Context: an optimization exercise on an open-source flow, tuned for small area, a short achievable clock period and few clock cycles per item. The choices shown serve that exercise and are no tape-out recipe.
In this exercise RTL edits were held to simulation tests only and were not proved equivalent to the original.
Power is estimated from default activity; no workload was simulated.

## flow/design.v (module list and top-level ports; edited modules follow where they fit)
// module yuv2rgb_top: 1783 lines
// module csa_fa: 4 lines
// module ready_gate: 3 lines
// module csa_maj: 3 lines
// module pfx_and2: 3 lines
// module pfx_inv: 3 lines
// module pfx_nand2: 3 lines
// module pfx_nor2: 3 lines
// module pfx_xor2: 3 lines
// module pfx_xnor2: 3 lines
// module pfx_a21oi: 3 lines
// module pfx_o21ai: 3 lines
// module pfx_a21boi: 3 lines
// module pfx_o21bai: 3 lines
// module pfx_nand2b: 3 lines
// module pfx_nor2b: 3 lines
module yuv2rgb_top
(
	input logic CLOCK_50_I,
	input logic resetn,
	input logic in_valid,
	output logic in_ready,
	input logic [7:0] y,
	input logic [7:0] u,
	input logic [7:0] v,
	output logic out_valid,
	input logic out_ready,
	output logic [7:0] r,
	output logic [7:0] g,
	output logic [7:0] b
);
  // ...
==> flow/flow/run.sh <==
#!/bin/bash
# The standard layout (standard.sh: ORFS synthesis to final layout), with one
# change: the buffers that buffer_ports puts on every input and output port are
# plain sky130_fd_sc_hd__buf_1 cells instead of the default (a slow delay
# buffer).  Every port still gets its own buffer; the resizer may resize them.
set -euo pipefail
bash standard.sh "BUFFER_PORTS_ARGS=-buffer_cell sky130_fd_sc_hd__buf_1" finish > flow_standard.log 2>&1
==> flow/standard.sh <==
#!/bin/bash
# synth_recipe.tcl (not shown) runs the flow's synth.tcl, then flattens the netlist and writes it again
# the make line also repeats each setting of config.mk as NAME=value (left out here)
make -C /OpenROAD-flow-scripts/flow DESIGN_CONFIG=/design/flow/config.mk WORK_HOME=/design/flow/orfs CLKGATE_MAP_FILE= SYNTH_SCRIPT=/design/flow/synth_recipe.tcl "${@:-finish}"
==> flow/config.mk <==
export PLATFORM = sky130hd
export DESIGN_NAME = yuv2rgb_top
export DESIGN_NICKNAME = yuv2rgb_top
export VERILOG_FILES = /design/flow/design.v
export SDC_FILE = /design/flow/constraint.sdc
export NUM_CORES = 4
export LEC_CHECK = 0
export CAP_MARGIN = 20
export CORE_MARGIN = 2
export CORE_UTILIZATION = 40
export SETUP_SLACK_MARGIN = 4.35
export SLEW_MARGIN = 20
export SYNTH_HIERARCHICAL = 1
==> flow/constraint.sdc <==
create_clock -name core_clock -period 8.0 [get_ports {CLOCK_50_I}]
set_input_delay 1.6000 -clock core_clock [delete_from_list [all_inputs] [get_ports {CLOCK_50_I}]]
set_output_delay 1.6000 -clock core_clock [all_outputs]
set_load 0.01 [all_outputs]
==> notes.md, run 1 <==
- Met1 WL: 9140 um
- Leak: between 4 and 5 nW
- Yosys top cell by area: fa_1
- Met1 usage: 0.231
- Crit path buffers/inverters: 2
- Outcome: complete, no violations
- Multi-input gate area: about 6700 um^2
- Max-cap violations: 0
- Initial antenna violation count: 0
- Hold buffers post-CTS: 0
- CTS sink count: between 70 and 80
- Clock buffers: 10
- CTS Root Cell: clkbuf_16
- DRT Wirelength: 21,100 um
- Vias: around 6,500
- Hold endpoint: out_valid$_DFFE_PN0P_
- Mux contribution to synthesized area: 0
- Critical path depth in cells: 3
- Multi-input combinational area share: 0.614
- Min-Delay Path Class: register to register
- DRT iter0 DRCs: between 200 and 300
- FF+latch count: 71
- Top-area cell type share of the netlist area: 0.272
- Worst Hold Slack: 0.484 ns
- Non-Clock Buffer Count: ~120
- CTS tree: done
- Post-Synth Adder-Cell Area: 0.350
- Clock Latency Late Sink: 0.36 ns
- Clock buffer count from CTS: 9
- Fill cell count: 2,122
- CP delay by family, top: buffers and inverters
- Final min period: 3.62 ns
Testbench counts, summed over its fixed seeds: cycles 32,016, pixels 32,000.
==> run 2: changes to the inputs <==
--- a/flow/config.mk
+++ b/flow/config.mk
@@ -11,3 +11,4 @@
 export SETUP_SLACK_MARGIN = 4.35
 export SLEW_MARGIN = 20
 export SYNTH_HIERARCHICAL = 1
+export TNS_END_PERCENT = 0
==> notes.md, run 2 <==
- Post-DP HPWL: 15,300 um (was 15,500 um)
- CP max stage cell: fa_1 (was nand3b_1)
- Final min period: 3.66 ns (was 3.62 ns)
- Max-cap violations: 0 (unchanged)
- Post-Syn Area per Cell: 9.78 um^2 (unchanged)
- Power Density: 382 nW/um^2 (was 388 nW/um^2)
- Share of layout cells above drive strength 1: 0.174 (was 0.205)
- Avg WL per Cell: 14.5 um (was 15.4 um)
- Syn Nets: 1,144 (unchanged)
- Most frequent cells in the layout: 164 x inv_1, 125 x nor2_1, 124 x fa_1 (was 161 x inv_1, 121 x fa_1, 117 x nor2_1)
- Period Utilization, post-route: 0.457 (was 0.452)
- Vias: 6,359 (was 6,504)
- I/O Pins: 54 (unchanged)
- Synth area leaders: fa_1 27%, edfxtp_1 22%, xor2_1 9.0% (unchanged)
- Max VDD drop: 0.204 mV (was 0.196 mV)
- Die ar.: 24,400 um^2 (unchanged)
- Clock Path Buffers: 2 (unchanged)
- Worst Max-Slew Pin Slew: 0.958 ns (was 0.950 ns)
- Outcome: complete, no violations (unchanged)
- Final hold viol count: 0 (unchanged)
- Seq/Total Area, Yosys: 0.229 (unchanged)
- Critical path data required time: 8.10 ns (was 6.40 ns)
- Hold_sp: a_valid$_DFFE_PN0P_ (unchanged)
- Starting Density: 0.408 (unchanged)
- DRT iter0 DRCs: 216 (was 293)
- H-tree levels: 3 (unchanged)
- R2R Path End: rq_w[9]$_DFFE_PP_ (was gq_w[5]$_DFFE_PP_)
- Synth Flop Type: edfxtp_1 (unchanged)
- Initial antenna violation count: 0 (unchanged)
- CTS sink count: 71 (unchanged)
- Vias in the first global route: 6,529 (was 6,776)
- Row Count: 55 (unchanged)
- First-pass iteration count of the detailed router: 6 (was 4)
- Largest net degree at the start of global routing: 40 (unchanged)
- Vias per cell: 4.69 (was 4.77)
- Layout net count: 1,261 (was 1,270)
- FF-to-FF setup slack: 4.38 ns (was 4.46 ns)
- Hold endpoint: out_valid$_DFFE_PN0P_ (unchanged)
- Yosys top cell by area: fa_1 (unchanged)
- Post-Syn Area: 9270 um^2 (unchanged)
- Hold depth: 1 (unchanged)
- Layout Cells excl Fill: 1,355 (was 1,364)
- GPL Wtd Cong: 0.871 (was 0.878)
- Total GRT Usage: 0.178 (was 0.184)
- Synth cell count leaders: 166 x inv_1, 131 x nor2_1, 126 x fa_1 (unchanged)
- Overflow after GRT: 0 (unchanged)
- CP most frequent cell: a21oi_2 (was buf_1)
- Top-area cell type share of the netlist area: 0.272 (unchanged)
- Fill cell count: 2,118 (was 2,122)
- Final Slew Violations: 0 (unchanged)
- Skew final: 0.0154 ns (was 0.0121 ns)
- Clock Latency Late Sink: 0.36 ns (about the same)
- Layout area overhead: 14.9% (was 17.7%)
- Fmax: 273 MHz (was 276 MHz)
- Rel. slew slack: 0.361 (was 0.367)
- Core footprint: 22,700 um^2 (unchanged)
- Async set-or-reset flop fraction in the synthesized netlist: 0.0282 (unchanged)
- Slowest cell delay on critical path: 0.52 ns (was 0.19 ns)
- Most frequent cell after synthesis: inv_1 (unchanged)
- Leak: 4.69 nW (was 4.77 nW)
- RSZ-0062 raised after global routing: true (unchanged)
- Die Wd: 156 um (unchanged)
- Worst r2r path cells: 12 (was 13)
- Most flops, register: ypa (unchanged)
- Hold buffers post-CTS: 0 (unchanged)
- CTS tree: done (unchanged)
- Crit Path Class: primary input to register (was primary input to output pin)
- Commonest non-fill, non-tap cell in the layout: inv_1 (unchanged)
- Chip height: 156 um (unchanged)
- Global-route wire length before repair: 33,100 um (was 34,200 um)
- Final setup viols: 0 (unchanged)
- DRC viols: 0 (unchanged)
- Arr. time, crit path: 3.76 ns (was 2.02 ns)
- Reg2Reg Launch Point: va[4]$_DFFE_PP_ (was ua[3]$_DFFE_PP_)
- Max reg flops: 23 (unchanged)
- Antenna-violating nets left: 0 (unchanged)
- Buffers on Ports: 53 (unchanged)
- Crit Path Max Fanout: 8 (was 3)
- #FFs+latches synth: 71 (unchanged)
- Unique masters post-synth: 24 (unchanged)
- Clock buffer count from CTS: 9 (unchanged)
- Clock transition at path regs: 0.06 ns (about the same)
- Post-synth EDFFs: 69 (unchanged)
- Min-Delay Path Class: register to register (unchanged)
- Crit-path cells: buf_4, fa_1, fa_1, nor2_2, nor2_1, a21oi_2, o21ai_1, a21oi_2, inv_2, a21oi_2, xnor2_1 (was buf_1, nand3b_1, buf_1)
- Setup_tns: 0 ns (unchanged)
- Worst setup SP type: primary input (unchanged)
- Synth warn: 7 (unchanged)
- ANT cells: 0 (unchanged)
- Gate Count Post-Synth: 948 (unchanged)
- Placed insts: 1,285 (unchanged)
- CTS Root Cell: clkbuf_16 (unchanged)
- CP Capture Type: register (was output pin)
- DRT Wirelength: 19,700 um (was 21,100 um)
## run 2: logic make-up after synthesis
family / count (synthesis) / synth area share
adders and majority gates: 185 / 0.350
xor gates and xnor gates: 117 / 0.111
and+or+nand+nor: 264 / 0.137
AOI/OAI and AO/OA: 141 / 0.103
buffers and inverters: 170 / 0.0706
DFF: 71 / 0.229
## run 2: timing repair
| action | CTS | global route |
|---|---|---|
| gates resized for setup | 18 | 13 |
| buffers inserted | 46 | 8 |
| setup endpoints to repair | 37 | 32 |
| pin swaps | 5 | 7 |
## run 2: metrics by stage
step | util | hold slack (ns) | power [mW] | instance area (um^2) | worst slack, ns
finish | 0.469 | 0.481 | 4.07 | 10700 | 4.34
global route | 0.469 | 0.509 | 4.49 | 10700 | 4.20
CTS | 0.464 | 0.485 | 4.02 | 10500 | 4.31
detailed placement | 0.433 | 0.468 | 3.53 | 9820 | 3.69
global placement | 0.433 | 0.474 | 3.49 | 9820 | 3.73
floorplan | - | 0.449 | 3.03 | 9270 | 4.27
## run 2: final cells by class
class | instances | area [um^2] | area share
multi-input cells | 707 | 6560 | 0.616
flip-flops and latches | 71 | 2120 | 0.199
repair buffers | 110 | 688 | 0.0646
inverters | 166 | 623 | 0.0585
well taps | 285 | 357 | 0.0335
clock buffers | 9 | 225 | 0.0211
clock inverters | 7 | 72.6 | 0.00681
## run 2: critical path: cells and delay by family
kind                     cells  cell delay [ns]
adder cells (fa/ha/maj)      2             0.98
AO/OA/AOI/OAI                4             0.62
buffers and inverters        2             0.26
AND/OR/NAND/NOR              2             0.22
XOR/XNOR                     1             0.08
## run 2: worst max-delay path by stage
stage,depth (start not counted),from,end
2_1_floorplan,10,y[6],ypa[18]$_DFFE_PP_
3_3_place_gp,11,y[6],ypa[22]$_DFFE_PP_
3_5_place_dp,11,y[6],ypa[21]$_DFFE_PP_
4_1_cts,11,y[6],ypa[21]$_DFFE_PP_
5_1_grt,13,ua[6]$_DFFE_PP_,gq_w[9]$_DFFE_PP_
6_report,11,y[6],ypa[21]$_DFFE_PP_
## run 2: modules after synthesis, one instance, submodules excluded, excerpt
module | cells | times used | flip-flops and latches
csa_maj | 1 | 17 | 0
pfx_a21oi | 1 | 48 | 0
pfx_inv | 1 | 53 | 0
pfx_nand2 | 1 | 88 | 0
pfx_nor2 | 1 | 108 | 0
pfx_nor2b | 1 | 22 | 0
pfx_o21bai | 1 | 1 | 0
pfx_xnor2 | 1 | 22 | 0
pfx_xor2 | 1 | 94 | 0
yuv2rgb_top | 282 | 1 | 71
## run 2: routing by layer
| metal | track usage | vias to the layer above | routed length, um |
|---|---|---|---|
| met1 | 0.230 | 3036 | 8900 |
| li1 | - | 3210 | - |
| met3 | 0.0354 | 16 | 740 |
| met4 | 0.0481 | 0 | 328 |
| met5 | 0 | - | 0 |
| met2 | 0.304 | 97 | 9680 |
## run 2: power breakdown
part / switching (mW) / internal (mW)
clock: 0.173 / 0.242
combinational: 1.62 / 1.27
sequential: 0.0999 / 0.670
==> run 3: changes to the inputs <==
--- a/flow/config.mk
+++ b/flow/config.mk
@@ -11,4 +11,4 @@
 export SETUP_SLACK_MARGIN = 4.35
 export SLEW_MARGIN = 20
 export SYNTH_HIERARCHICAL = 1
-export TNS_END_PERCENT = 0
+export TNS_END_PERCENT = 5
==> notes.md, run 3 <==
- Post-DP HPWL: 15,300 um (unchanged)
- Clock Path Buffers: 2 (unchanged)
- Core footprint: 22,700 um^2 (unchanged)
- Chip height: 156 um (unchanged)
- Most frequent cell after synthesis: inv_1 (unchanged)
- Post-Syn Area: 9270 um^2 (unchanged)
- FF-to-FF setup slack: 4.38 ns (about the same)
- Gate Count Post-Synth: 948 (unchanged)
- GPL Wtd Cong: 0.871 (unchanged)
- Row Count: 55 (unchanged)
- Synth cell count leaders: 166 x inv_1, 131 x nor2_1, 126 x fa_1 (unchanged)
- Async set-or-reset flop fraction in the synthesized netlist: 0.0282 (unchanged)
- Hold_sp: a_valid$_DFFE_PN0P_ (unchanged)
- Hold depth: 1 (unchanged)
- Worst Hold Slack: 0.481 ns (unchanged)
- Skew final: 0.0154 ns (unchanged)
- Rel. slew slack: 0.361 (unchanged)
- RSZ-0062 raised after global routing: true (unchanged)
- Final min period: 3.66 ns (unchanged)
- Max VDD drop: 0.204 mV (unchanged)
- Antenna-violating nets left: 0 (unchanged)
- Leak: 4.69 nW (unchanged)
- #FFs+latches synth: 71 (unchanged)
- Vias in the first global route: 6,529 (unchanged)
- Clock buffer count from CTS: 9 (unchanged)
- Avg WL per Cell: 14.5 um (unchanged)
- Top-area cell type share of the netlist area: 0.272 (unchanged)
- Post-Syn Area per Cell: 9.78 um^2 (unchanged)
- Synth Flop Type: edfxtp_1 (unchanged)
- Crit Path Max Fanout: 8 (unchanged)
- DRT iter0 DRCs: 216 (unchanged)
- Min-Delay Path Class: register to register (unchanged)
- Die ar.: 24,400 um^2 (unchanged)
- Arr. time, crit path: 3.76 ns (about the same)
- CTS tree: done (unchanged)
- Yosys top cell by area: fa_1 (unchanged)
- CP most frequent cell: a21oi_2 (unchanged)
- CTS sink count: 71 (unchanged)
- I/O Pins: 54 (unchanged)
- Crit-path cells: buf_4, fa_1, fa_1, nor2_2, nor2_1, a21oi_2, o21ai_1, a21oi_2, inv_2, a21oi_2, xnor2_1 (unchanged)
- H-tree levels: 3 (unchanged)
- Worst Max-Slew Pin Slew: 0.958 ns (unchanged)
- Starting Density: 0.408 (unchanged)
- CP max stage cell: fa_1 (unchanged)
- Layout area overhead: 14.9% (unchanged)
- Die Wd: 156 um (unchanged)
- Syn Nets: 1,144 (unchanged)
- DRT Wirelength: 19,700 um (unchanged)
- Placed Area: 9820 um^2 (unchanged)
- Crit Path Class: primary input to register (unchanged)
- Synth area leaders: fa_1 27%, edfxtp_1 22%, xor2_1 9.0% (unchanged)
- Commonest non-fill, non-tap cell in the layout: inv_1 (unchanged)
- Seq/Total Area, Yosys: 0.229 (unchanged)
- Worst r2r path cells: 12 (unchanged)
- Outcome: complete, no violations (unchanged)
- Power Density: 382 nW/um^2 (unchanged)
- Most frequent cells in the layout: 164 x inv_1, 125 x nor2_1, 124 x fa_1 (unchanged)
- Final hold viol count: 0 (unchanged)
- Vias: 6,359 (unchanged)
- Largest net degree at the start of global routing: 40 (unchanged)
- Post-synth EDFFs: 69 (unchanged)
- Buffers on Ports: 53 (unchanged)
- DRC viols: 0 (unchanged)
- Total GRT Usage: 0.178 (unchanged)
- Share of layout cells above drive strength 1: 0.174 (unchanged)
- Slowest cell delay on critical path: 0.52 ns (about the same)
- Max-cap violations: 0 (unchanged)
- Vias per cell: 4.69 (unchanged)
- CP Capture Type: register (unchanged)
- Critical path data required time: 8.10 ns (about the same)
- R2R Path End: rq_w[9]$_DFFE_PP_ (unchanged)
- Max reg flops: 23 (unchanged)
- Period Utilization, post-route: 0.457 (unchanged)
- Worst setup SP type: primary input (unchanged)
- Fmax: 273 MHz (unchanged)
- Reg2Reg Launch Point: va[4]$_DFFE_PP_ (unchanged)
- Clock transition at path regs: 0.06 ns (about the same)
- ANT cells: 0 (unchanged)
- Global-route wire length before repair: 33,100 um (unchanged)
- Layout net count: 1,261 (unchanged)
- Synth warn: 7 (unchanged)
- Final Slew Violations: 0 (unchanged)
- Setup_tns: 0 ns (unchanged)
- Hold endpoint: out_valid$_DFFE_PN0P_ (unchanged)
- CTS Root Cell: clkbuf_16 (unchanged)
- Unique masters post-synth: 24 (unchanged)
- Final setup viols: 0 (unchanged)
- Overflow after GRT: 0 (unchanged)
- Final Instance Area: 10,700 um^2 (unchanged)
- First-pass iteration count of the detailed router: 6 (unchanged)
- Most flops, register: ypa (unchanged)
- Clock Latency Late Sink: 0.36 ns (about the same)
- Initial antenna violation count: 0 (unchanged)
==> run 3: cell counts after synthesis <==
No cell type changed its count.
==> run 3: repair_timing <==
item,CTS,global route
hold buffers,0,0
pin swaps,5,7
setup endpoints to repair,37,32
setup buffers,46,8
gates resized for setup,18,13
==> run 3: layout make-up <==
class	count	area, um^2
well taps	285	357
clock inverters	7	72.6
clock buffers	9	225
flip-flops and latches	71	2120
repair buffers	110	688
multi-input cells	707	6560
inverters	166	623
fillers	2118	12100
==> run 3: through the flow <==
step	power [mW]	instances	setup WS (ns)	utilization
6_report	4.07	1355	4.34	0.469
5_1_grt	4.49	1355	4.20	0.469
4_1_cts	4.02	1347	4.31	0.464
3_5_place_dp	3.53	1285	3.69	0.433
3_3_place_gp	3.49	1285	3.73	0.433
2_1_floorplan	3.03	948	4.27	-
==> run 3: report_power, final <==
part	internal, mW	total (mW)	switching [mW]
sequential	0.670	0.769	0.0999
combinational	1.27	2.89	1.62
clock	0.242	0.415	0.173
==> run 3: how the worst max path moves through the flow <==
| stage | start | endpoint | slack (ns) |
|---|---|---|---|
| after floorplan | y[6] | ypa[18]$_DFFE_PP_ | 4.27 |
| after global placement | y[6] | ypa[22]$_DFFE_PP_ | 3.73 |
| after detailed placement | y[6] | ypa[21]$_DFFE_PP_ | 3.69 |
| after CTS | y[6] | ypa[21]$_DFFE_PP_ | 4.31 |
| after global routing | ua[6]$_DFFE_PP_ | gq_w[9]$_DFFE_PP_ | 4.20 |
| final | y[6] | ypa[21]$_DFFE_PP_ | 4.34 |
==> run 3: cell families (layout without fill, tap and decap cells) <==
family | after synthesis | after routing | synth area share
AO/OA/AOI/OAI | 141 | 141 | 0.103
XOR/XNOR | 117 | 117 | 0.111
adder cells (fa/ha/maj) | 185 | 185 | 0.350
buffers and inverters | 170 | 292 | 0.0706
flip-flops | 71 | 71 | 0.229
AND/OR/NAND/NOR | 264 | 264 | 0.137
==> run 3: worst max-delay path: cells and delay by family <==
family | cells | cell delay, ns
xor+xnor | 1 | 0.08
compound gates | 4 | 0.62
buf+inv | 2 | 0.26
fa+ha+maj | 2 | 0.98
simple gates | 2 | 0.22
==> run 3: metal layers <==
layer,GRT usage,part of all wire,up-vias
li1,-,-,3210
met1,0.230,0.45,3036
met2,0.304,0.49,97
met3,0.0354,0.038,16
met4,0.0481,0.017,0
met5,0,0,-
==> run 3: per-module statistics from Yosys, one instance, submodules excluded <==
module | cells | flops+latches
pfx_xnor2 | 1 | 0
csa_maj | 1 | 0
pfx_o21ai | 1 | 0
pfx_a21boi | 1 | 0
pfx_nor2b | 1 | 0
pfx_o21bai | 1 | 0
pfx_nor2 | 1 | 0
pfx_nand2b | 1 | 0
yuv2rgb_top | 282 | 71
pfx_nand2 | 1 | 0
pfx_inv | 1 | 0
pfx_xor2 | 1 | 0
pfx_a21oi | 1 | 0
csa_fa | 1 | 0
==> run 4: changes to the inputs <==
--- a/flow/config.mk
+++ b/flow/config.mk
@@ -5,10 +5,10 @@
 export SDC_FILE = /design/flow/constraint.sdc
 export NUM_CORES = 4
 export LEC_CHECK = 0
+export ABC_AREA = 1
 export CAP_MARGIN = 20
 export CORE_MARGIN = 2
 export CORE_UTILIZATION = 40
-export SETUP_SLACK_MARGIN = 4.35
+export SETUP_SLACK_MARGIN = 4.3
 export SLEW_MARGIN = 20
 export SYNTH_HIERARCHICAL = 1
-export TNS_END_PERCENT = 5
==> notes.md, run 4 <==
- Synth warn: 7 (unchanged)
- Row Count: 59 (was 55)
- First-pass iteration count of the detailed router: 5 (was 6)
- Crit-path cells: buf_12, fa_1, fa_1, nor2_2, nor2_2, a21oi_2, o21ai_2, a21oi_2, inv_2, a21oi_2, inv_1, nand2_1, nand2_1 (was buf_4, fa_1, fa_1, nor2_2, nor2_1, a21oi_2, o21ai_1, a21oi_2, inv_2, a21oi_2, xnor2_1)
- DRT iter0 DRCs: 406 (was 216)
- Largest net degree at the start of global routing: 40 (unchanged)
- Slowest cell delay on critical path: 0.54 ns (was 0.52 ns)
- RSZ-0062 raised after global routing: true (unchanged)
- CTS Root Cell: clkbuf_16 (unchanged)
- Worst Max-Slew Pin Slew: 0.986 ns (was 0.958 ns)
- Avg WL per Cell: 12.2 um (was 14.5 um)
- Antenna-violating nets left: 0 (unchanged)
- Chip height: 166 um (was 156 um)
- Min-Delay Path Class: register to register (unchanged)
- CP Capture Type: register (unchanged)
- Period Utilization, post-route: 0.460 (was 0.457)
- Total GRT Usage: 0.182 (was 0.178)
- Arr. time, crit path: 3.79 ns (was 3.76 ns)
- Clock Latency Late Sink: 0.35 ns (was 0.36 ns)
- Unique masters post-synth: 20 (was 24)
- Top-area cell type share of the netlist area: 0.241 (was 0.272)
- Skew final: 0.0136 ns (was 0.0154 ns)
- Synth Flop Type: edfxtp_1 (unchanged)
- CTS tree: done (unchanged)
- Final Slew Violations: 0 (unchanged)
- Clock group share of total power: 0.111 (was 0.102)
- Max VDD drop: 0.209 mV (was 0.204 mV)
- Final setup viols: 0 (unchanged)
- Vias per cell: 4.42 (was 4.69)
- CP delay by family, top: adder cells (unchanged)
- Syn Nets: 1,701 (was 1,144)
- Yosys top cell by area: fa_1 (unchanged)
- Overflow after GRT: 0 (unchanged)
- Core footprint: 25,900 um^2 (was 22,700 um^2)
- Die Wd: 166 um (was 156 um)
- Post-DP HPWL: 18,700 um (was 15,300 um)
- GPL Wtd Cong: 0.859 (was 0.871)
- H-tree levels: 3 (unchanged)
- Setup_tns: 0 ns (unchanged)
- I/O Pins: 54 (unchanged)
- Gate Count Post-Synth: 1,505 (was 948)
- Starting Density: 0.404 (was 0.408)
- DRT Wirelength: 23,900 um (was 19,700 um)
- Most flops, register: ypa (unchanged)
- Seq/Total Area, Yosys: 0.203 (was 0.229)
- #FFs+latches synth: 71 (unchanged)
- Crit Path Max Fanout: 5 (was 8)
- Commonest non-fill, non-tap cell in the layout: nand2_1 (was inv_1)
- Post-synth EDFFs: 69 (unchanged)
- Internal power: 1.81 mW (was 2.18 mW)
- Clock buffer count from CTS: 9 (unchanged)
- Fin util: 0.468 (was 0.469)
- Met2 Usage GRT: 0.319 (was 0.304)
- Met1 usage: 0.240 (was 0.230)
- Final hold viol count: 0 (unchanged)
- Met3 usage: 0.0262 (was 0.0354)
- Synth cell count leaders: 522 x nand2_1, 445 x inv_1, 126 x fa_1 (was 166 x inv_1, 131 x nor2_1, 126 x fa_1)
- Crit path buffers/inverters: 3 (was 2)
- Critical path data required time: 8.11 ns (was 8.10 ns)
- DRC viols: 0 (unchanged)
- Layout area overhead: 15.7% (was 14.9%)
- Async set-or-reset flop fraction in the synthesized netlist: 0.0282 (unchanged)
- Worst setup SP type: primary input (unchanged)
- Clock Path Buffers: 2 (unchanged)
- Fmax: 272 MHz (was 273 MHz)
- Post-Syn Area: 10,500 um^2 (was 9270 um^2)
- Hold buffers post-CTS: 0 (unchanged)
- Seq pwr share: 0.177 (was 0.189)
- Die ar.: 27,500 um^2 (was 24,400 um^2)
- Most frequent cell after synthesis: nand2_1 (was inv_1)
- Max-cap violations: 0 (unchanged)
- Final min period: 3.68 ns (was 3.66 ns)
- Combinational Power Share: 0.711 (was 0.709)
- ANT cells: 0 (unchanged)
- Most frequent cells in the layout: 519 x nand2_1, 440 x inv_1, 119 x fa_1 (was 164 x inv_1, 125 x nor2_1, 124 x fa_1)
- Initial antenna violation count: 0 (unchanged)
- Net Sw Frac: 0.510 (was 0.465)
- Share of layout cells above drive strength 1: 0.134 (was 0.174)
- Vias: 8,689 (was 6,359)
- Post-Syn Area per Cell: 6.96 um^2 (was 9.78 um^2)
- CTS sink count: 71 (unchanged)
- Gr busiest metal: met2 (unchanged)
- Vias in the first global route: 8,245 (was 6,529)
- Net Switching: 1.88 mW (was 1.89 mW)
- Power Density: 305 nW/um^2 (was 382 nW/um^2)
- Global-route wire length before repair: 40,000 um (was 33,100 um)
- Leak: 6.82 nW (was 4.69 nW)
- Max reg flops: 23 (unchanged)
- Layout net count: 1,821 (was 1,261)
- Rel. slew slack: 0.341 (was 0.361)
- CP max stage cell: fa_1 (unchanged)
- Clock transition at path regs: 0.07 ns (was 0.06 ns)
- CP most frequent cell: a21oi_2 (unchanged)
- Buffers on Ports: 53 (unchanged)
- Outcome: complete, no violations (unchanged)
- Crit Path Class: primary input to register (unchanged)
- Synth area leaders: fa_1 24%, edfxtp_1 20%, nand2_1 19% (was fa_1 27%, edfxtp_1 22%, xor2_1 9.0%)
[run 4: cell count changes after synthesis, moves of 9 or more]
| cell | change |
|---|---|
| a21boi_0 | -12 |
| nor2_2 | +22 |
| nand2_1 | +434 |
| inv_1 | +279 |
| a21oi_1 | +9 |
| nand3_2 | +17 |
| nand2b_1 | -20 |
| xnor2_1 | -22 |
| xor2_1 | -94 |
| maj3_2 | -17 |
| nor2b_4 | -22 |
[run 4: metal layers]
layer,wire (um),part of all wire
met5,0,0
met1,11000,0.46
met3,889,0.037
met2,11700,0.49
met4,333,0.014
[run 4: stage by stage]
stage	hold slack (ns)	area (um^2)	setup slack, ns	total power [mW]	cells
floorplan	0.447	10500	4.21	2.61	1505
global placement	0.490	11100	3.69	3.03	1896
detailed placement	0.496	11100	3.63	3.09	1896
CTS	0.515	11800	4.30	3.57	1950
global route	0.568	12100	4.18	4.17	1965
finish	0.514	12100	4.32	3.70	1965
[run 4: layout make-up]
class | instances | area [um^2]
multi-input cells | 986 | 6830
repair buffers | 112 | 776
well taps | 335 | 419
fillers | 2568 | 13800
flip-flops and latches | 71 | 2120
clock buffers | 10 | 229
clock inverters | 6 | 68.8
inverters | 445 | 1670
[run 4: kinds of logic (layout without fill, tap and decap cells)]
family          count (synthesis)  in the layout  synth area share
simple gates                  688            688             0.263
flops                          71             71             0.203
fa+ha+maj                     168            168             0.291
compound gates                129            129            0.0814
buf+inv                       448            573             0.161
xor+xnor                        1              1          0.000837
[run 4: power groups by stage]
stage	Clock (mW)	Sequential (mW)	Combinational [mW]
3_5_place_dp	0	0.683	2.41
4_1_cts	0.425	0.656	2.49
2_1_floorplan	0	0.647	1.96
6_report	0.411	0.655	2.63
3_3_place_gp	0	0.681	2.35
5_1_grt	0.438	0.671	3.06
[run 4: final timing paths]
kind / start / end / slack, ns / depth (start not counted)
worst min register to register: a_valid$_DFFE_PN0P_ / out_valid$_DFFE_PN0P_ / 0.51 / 2
min in group asynchronous: resetn / a_valid$_DFFE_PN0P_ / 1.02 / 1
worst max register to register: va[4]$_DFFE_PP_ / gq_w[9]$_DFFE_PP_ / 4.45 / 17
worst min-delay path: a_valid$_DFFE_PN0P_ / out_valid$_DFFE_PN0P_ / 0.51 / 2
max in group asynchronous: resetn / out_valid$_DFFE_PN0P_ / 6.86 / 1
worst max-delay path: y[4] / ypa[18]$_DFFE_PP_ / 4.32 / 13
[run 4: repair_timing]
action                     4_1_cts  5_1_grt
gates resized for setup         20       56
pin swaps                        4       16
setup endpoints to repair       36       24
buffers inserted                38       15
[run 4: per-module statistics from Yosys, one instance, submodules excluded]
module       cells inside  flip-flops and latches  area, um^2  copies in the design
yuv2rgb_top           281                      71        3320                     1
csa_maj                 4                       0        21.3                    17
csa_fa                  1                       0        20.0                   126
pfx_xnor2               5                       0        18.8                    22
pfx_xor2                5                       0        18.8                    94
pfx_a21boi              2                       0        12.5                     3
pfx_o21bai              2                       0        12.5                     1
pfx_nor2b               2                       0        10.0                    22
pfx_a21oi               1                       0        8.76                    48
pfx_nand2b              2                       0        7.51                    17
pfx_o21ai               1                       0        5.00                    67
pfx_inv                 1                       0        3.75                    53
pfx_nand2               1                       0        3.75                    88
pfx_nor2                1                       0        3.75                   108
[run 4: tightest hold or removal path, stage by stage, from the launching register on]
cell and delay, ns:
dfrtp_1 0.34, inv_1 0.07, nand2_1 0.07
==> run 5: changes to the inputs <==
--- a/flow/config.mk
+++ b/flow/config.mk
@@ -5,7 +5,6 @@
 export SDC_FILE = /design/flow/constraint.sdc
 export NUM_CORES = 4
 export LEC_CHECK = 0
-export ABC_AREA = 1
 export CAP_MARGIN = 20
 export CORE_MARGIN = 2
 export CORE_UTILIZATION = 40
==> notes.md, run 5 <==
- Vias per cell: 4.78 (was 4.42)
- Worst setup SP type: primary input (unchanged)
- CTS sink count: 71 (unchanged)
- Gate Count Post-Synth: 948 (was 1,505)
- Buffers on Ports: 53 (unchanged)
- H-tree levels: 3 (unchanged)
- Share of layout cells above drive strength 1: 0.193 (was 0.134)
- Wire length on met2: 10,200 um (was 11,700 um)
- Leak: 4.72 nW (was 6.82 nW)
- Die Wd: 156 um (was 166 um)
- CTS Root Cell: clkbuf_16 (unchanged)
- Setup_tns: 0 ns (unchanged)
- Overflow after GRT: 0 (unchanged)
- Metal3 WL: 803 um (was 889 um)
- Post-Syn Area: 9270 um^2 (was 10,500 um^2)
- #FFs+latches synth: 71 (unchanged)
- Total GRT Usage: 0.178 (was 0.182)
- Initial antenna violation count: 0 (unchanged)
- Hold_sp: a_valid$_DFFE_PN0P_ (unchanged)
- Most frequent cells in the layout: 162 x inv_1, 121 x nor2_1, 121 x fa_1 (was 519 x nand2_1, 440 x inv_1, 119 x fa_1)
- Die ar.: 24,400 um^2 (was 27,500 um^2)
- Layout net count: 1,265 (was 1,821)
- Global-route wire length before repair: 33,200 um (was 40,000 um)
- Most flops, register: ypa (unchanged)
- ANT cells: 0 (unchanged)
- Row Count: 55 (was 59)
- Synth cell count leaders: 166 x inv_1, 131 x nor2_1, 126 x fa_1 (was 522 x nand2_1, 445 x inv_1, 126 x fa_1)
- Pwr Total: 4.10 mW (was 3.70 mW)
- RSZ-0062 raised after global routing: true (unchanged)
- Async set-or-reset flop fraction in the synthesized netlist: 0.0282 (unchanged)
- Synth warn: 7 (unchanged)
- Clock Latency Late Sink: 0.35 ns (about the same)
- Clock Path Buffers: 2 (unchanged)
- Post-Syn Area per Cell: 9.78 um^2 (was 6.96 um^2)
- Antenna-violating nets left: 0 (unchanged)
- Final Slew Violations: 0 (unchanged)
- Synth area leaders: fa_1 27%, edfxtp_1 22%, xor2_1 9.0% (was fa_1 24%, edfxtp_1 20%, nand2_1 19%)
- Max reg flops: 23 (unchanged)
- Met1 WL: 8740 um (was 11,000 um)
- Layout area overhead: 16.0% (was 15.7%)
- Max-cap violations: 0 (unchanged)
- Slowest cell delay on critical path: 0.19 ns (was 0.54 ns)
- CP Capture Type: output pin (was register)
- Final min period: 3.63 ns (was 3.68 ns)
- Final setup viols: 0 (unchanged)
- Chip height: 156 um (was 166 um)
- I/O Pins: 54 (unchanged)
- Largest net degree at the start of global routing: 40 (unchanged)
- CP delay by family, top: buffers and inverters (was adder cells)
- Core footprint: 22,700 um^2 (was 25,900 um^2)
- Critical path data required time: 6.40 ns (was 8.11 ns)
- DRC viols: 0 (unchanged)
- Avg WL per Cell: 14.9 um (was 12.2 um)
- First-pass iteration count of the detailed router: 5 (unchanged)
- Fmax: 276 MHz (was 272 MHz)
- Commonest non-fill, non-tap cell in the layout: inv_1 (was nand2_1)
- Max VDD drop: 0.213 mV (was 0.209 mV)
- Unique masters post-synth: 24 (was 20)
- Clock transition at path regs: 0.06 ns (was 0.07 ns)
- CP max stage cell: nand3b_1 (was fa_1)
- Crit path buffers/inverters: 2 (was 3)
- Seq/Total Area, Yosys: 0.229 (was 0.203)
- Crit-path cells: buf_1, nand3b_1, buf_1 (was buf_12, fa_1, fa_1, nor2_2, nor2_2, a21oi_2, o21ai_2, a21oi_2, inv_2, a21oi_2, inv_1, nand2_1, nand2_1)
- Hold buffers post-CTS: 0 (unchanged)
- Reg2Reg Launch Point: ua[2]$_DFFE_PP_ (was va[4]$_DFFE_PP_)
- Most frequent cell after synthesis: inv_1 (was nand2_1)
- Top routing layer in use: met4 (unchanged)
- Period Utilization, post-route: 0.453 (was 0.460)
- Synth Flop Type: edfxtp_1 (unchanged)
- Post-synth EDFFs: 69 (unchanged)
- Skew final: 0.0148 ns (was 0.0136 ns)
- Min-Delay Path Class: register to register (unchanged)
- Worst Hold Slack: 0.485 ns (was 0.514 ns)
- Rel. slew slack: 0.350 (was 0.341)
- Final hold viol count: 0 (unchanged)
- Crit Path Class: primary input to output pin (was primary input to register)
- CP startpoint: out_ready (was y[4])
- Vias: 6,492 (was 8,689)
- GPL Wtd Cong: 0.870 (was 0.859)
- Clock buffer count from CTS: 9 (unchanged)
- Outcome: complete, no violations (unchanged)
- Worst Max-Slew Pin Slew: 0.975 ns (was 0.986 ns)
- Arr. time, crit path: 2.03 ns (was 3.79 ns)
- CTS tree: done (unchanged)
- DRT iter0 DRCs: 290 (was 406)
- Yosys top cell by area: fa_1 (unchanged)
- Starting Density: 0.408 (was 0.404)
- Top-area cell type share of the netlist area: 0.272 (was 0.241)
- Power Density: 381 nW/um^2 (was 305 nW/um^2)
- Syn Nets: 1,144 (was 1,701)
- Crit Path Max Fanout: 3 (was 5)
- DRT Wirelength: 20,300 um (was 23,900 um)
- CP most frequent cell: buf_1 (was a21oi_2)
- Post-DP HPWL: 15,500 um (was 18,700 um)
- Vias in the first global route: 6,705 (was 8,245)
==> run 5: changes by cell type in the layout (fill, tap and decap cells not counted), moves of 12 or more <==
| cell | delta |
|---|---|
| nand2b_1 | +19 |
| nand3_2 | -17 |
| a21boi_0 | +12 |
| nand2_1 | -432 |
| nor2b_4 | +22 |
| xnor2_1 | +22 |
| inv_1 | -278 |
| maj3_2 | +17 |
| nor2_2 | -25 |
| xor2_1 | +92 |
==> run 5: kinds of logic after synthesis <==
family,synth area share
flops,0.229
compound gates,0.103
simple gates,0.137
buf+inv,0.0706
xor+xnor,0.111
fa+ha+maj,0.350
==> run 5: routing by layer <==
metal  vias to the layer above  GRT usage
met5                         -          0
met4                         0     0.0647
met3                        33     0.0274
met2                       114      0.312
met1                      3119      0.223
li1                       3226          -
==> run 5: cell type report <==
| class | instances | area, um^2 |
|---|---|---|
| Fill cell | 2135 | 12000 |
| Multi-Input combinational cell | 707 | 6620 |
| Sequential cell | 71 | 2120 |
| Timing Repair Buffer | 114 | 738 |
| Inverter | 166 | 626 |
| Tap cell | 285 | 357 |
| Clock buffer | 10 | 239 |
| Clock inverter | 6 | 45.0 |
==> run 5: metrics by stage <==
step / worst slack (ns) / area (um^2) / instances / utilization
2_1_floorplan: 4.27 / 9270 / 948 / -
3_3_place_gp: 3.73 / 9840 / 1287 / 0.433
3_5_place_dp: 3.68 / 9840 / 1287 / 0.433
4_1_cts: 4.30 / 10500 / 1341 / 0.461
5_1_grt: 4.17 / 10800 / 1359 / 0.473
6_report: 4.37 / 10800 / 1359 / 0.473
==> run 5: path summary, 6_finish.rpt <==
check,endpoint,slack (ns),cells past startpoint
max,in_ready,4.37,3
min,out_valid$_DFFE_PN0P_,0.49,1
max reg2reg,gq_w[5]$_DFFE_PP_,4.41,16
min reg2reg,out_valid$_DFFE_PN0P_,0.49,1
max in group asynchronous,out_valid$_DFFE_PN0P_,6.85,1
min in group asynchronous,a_valid$_DFFE_PN0P_,1.02,1
==> run 5: power breakdown <==
group,total [mW],switching (mW),internal [mW]
sequential,0.767,0.0975,0.669
clock,0.393,0.173,0.220
combinational,2.94,1.66,1.28
total,4.10,1.93,2.17
==> run 5: per-module statistics from Yosys (local to each module, per instance), a selection <==
module,flops+latches,cell area [um^2]
pfx_o21bai,0,7.51
pfx_a21boi,0,11.3
yuv2rgb_top,71,3400
pfx_xnor2,0,8.76
pfx_o21ai,0,5.00
csa_fa,0,20.0
pfx_inv,0,3.75
pfx_a21oi,0,8.76
pfx_nor2b,0,13.8
pfx_nand2,0,3.75
==> run 5: timing repair <==
action / in CTS / in global routing
pin swaps: 0 / 22
buffers inserted: 38 / 18
gates resized for setup: 15 / 43
cloned: 0 / 0
endpoints found under the setup margin: 35 / 30

-- what the ideal ports hide --
In the flow no input, the clock included, has a driving cell. The finished layouts below were timed again as built, in two steps.
Step 1 sets driving cells, clkbuf_16 on the clock port and buf_2 on the other inputs (assumed; they add their load-dependent delay and slew).
Step 2 times the ports against the registers' clock, not the clock port: input delays grow and output delays shrink by t, the midpoint of the rising clock arrivals with the driver on.
Three values: no drivers, after step 1, after step 2; two values: the first two.
run | t, ns | slack for setup (ns) | worst setup path at the end | latest minus earliest clock arrival (ns) | slew at the worst register clock pin (ns)
run 1 | 0.393 | 4.380 / 4.355 / 4.015 | input to register | 0.014 / 0.013 | 0.07 / 0.07
run 2 | 0.398 | 4.344 / 4.348 / 3.970 | input to register | 0.016 / 0.015 | 0.07 / 0.07
run 3 | 0.398 | 4.344 / 4.348 / 3.970 | input to register | 0.016 / 0.015 | 0.07 / 0.07
run 4 | 0.384 | 4.318 / 4.316 / 3.932 | input to register | 0.013 / 0.014 | 0.07 / 0.07
run 5 | 0.392 | 4.373 / 4.349 / 3.981 | input to register | 0.014 / 0.015 | 0.07 / 0.07
After both steps every run listed still meets setup and hold. The setup slack of run 5, which loses most, moves by -0.024 ns with the drivers and by -0.392 ns with both steps.
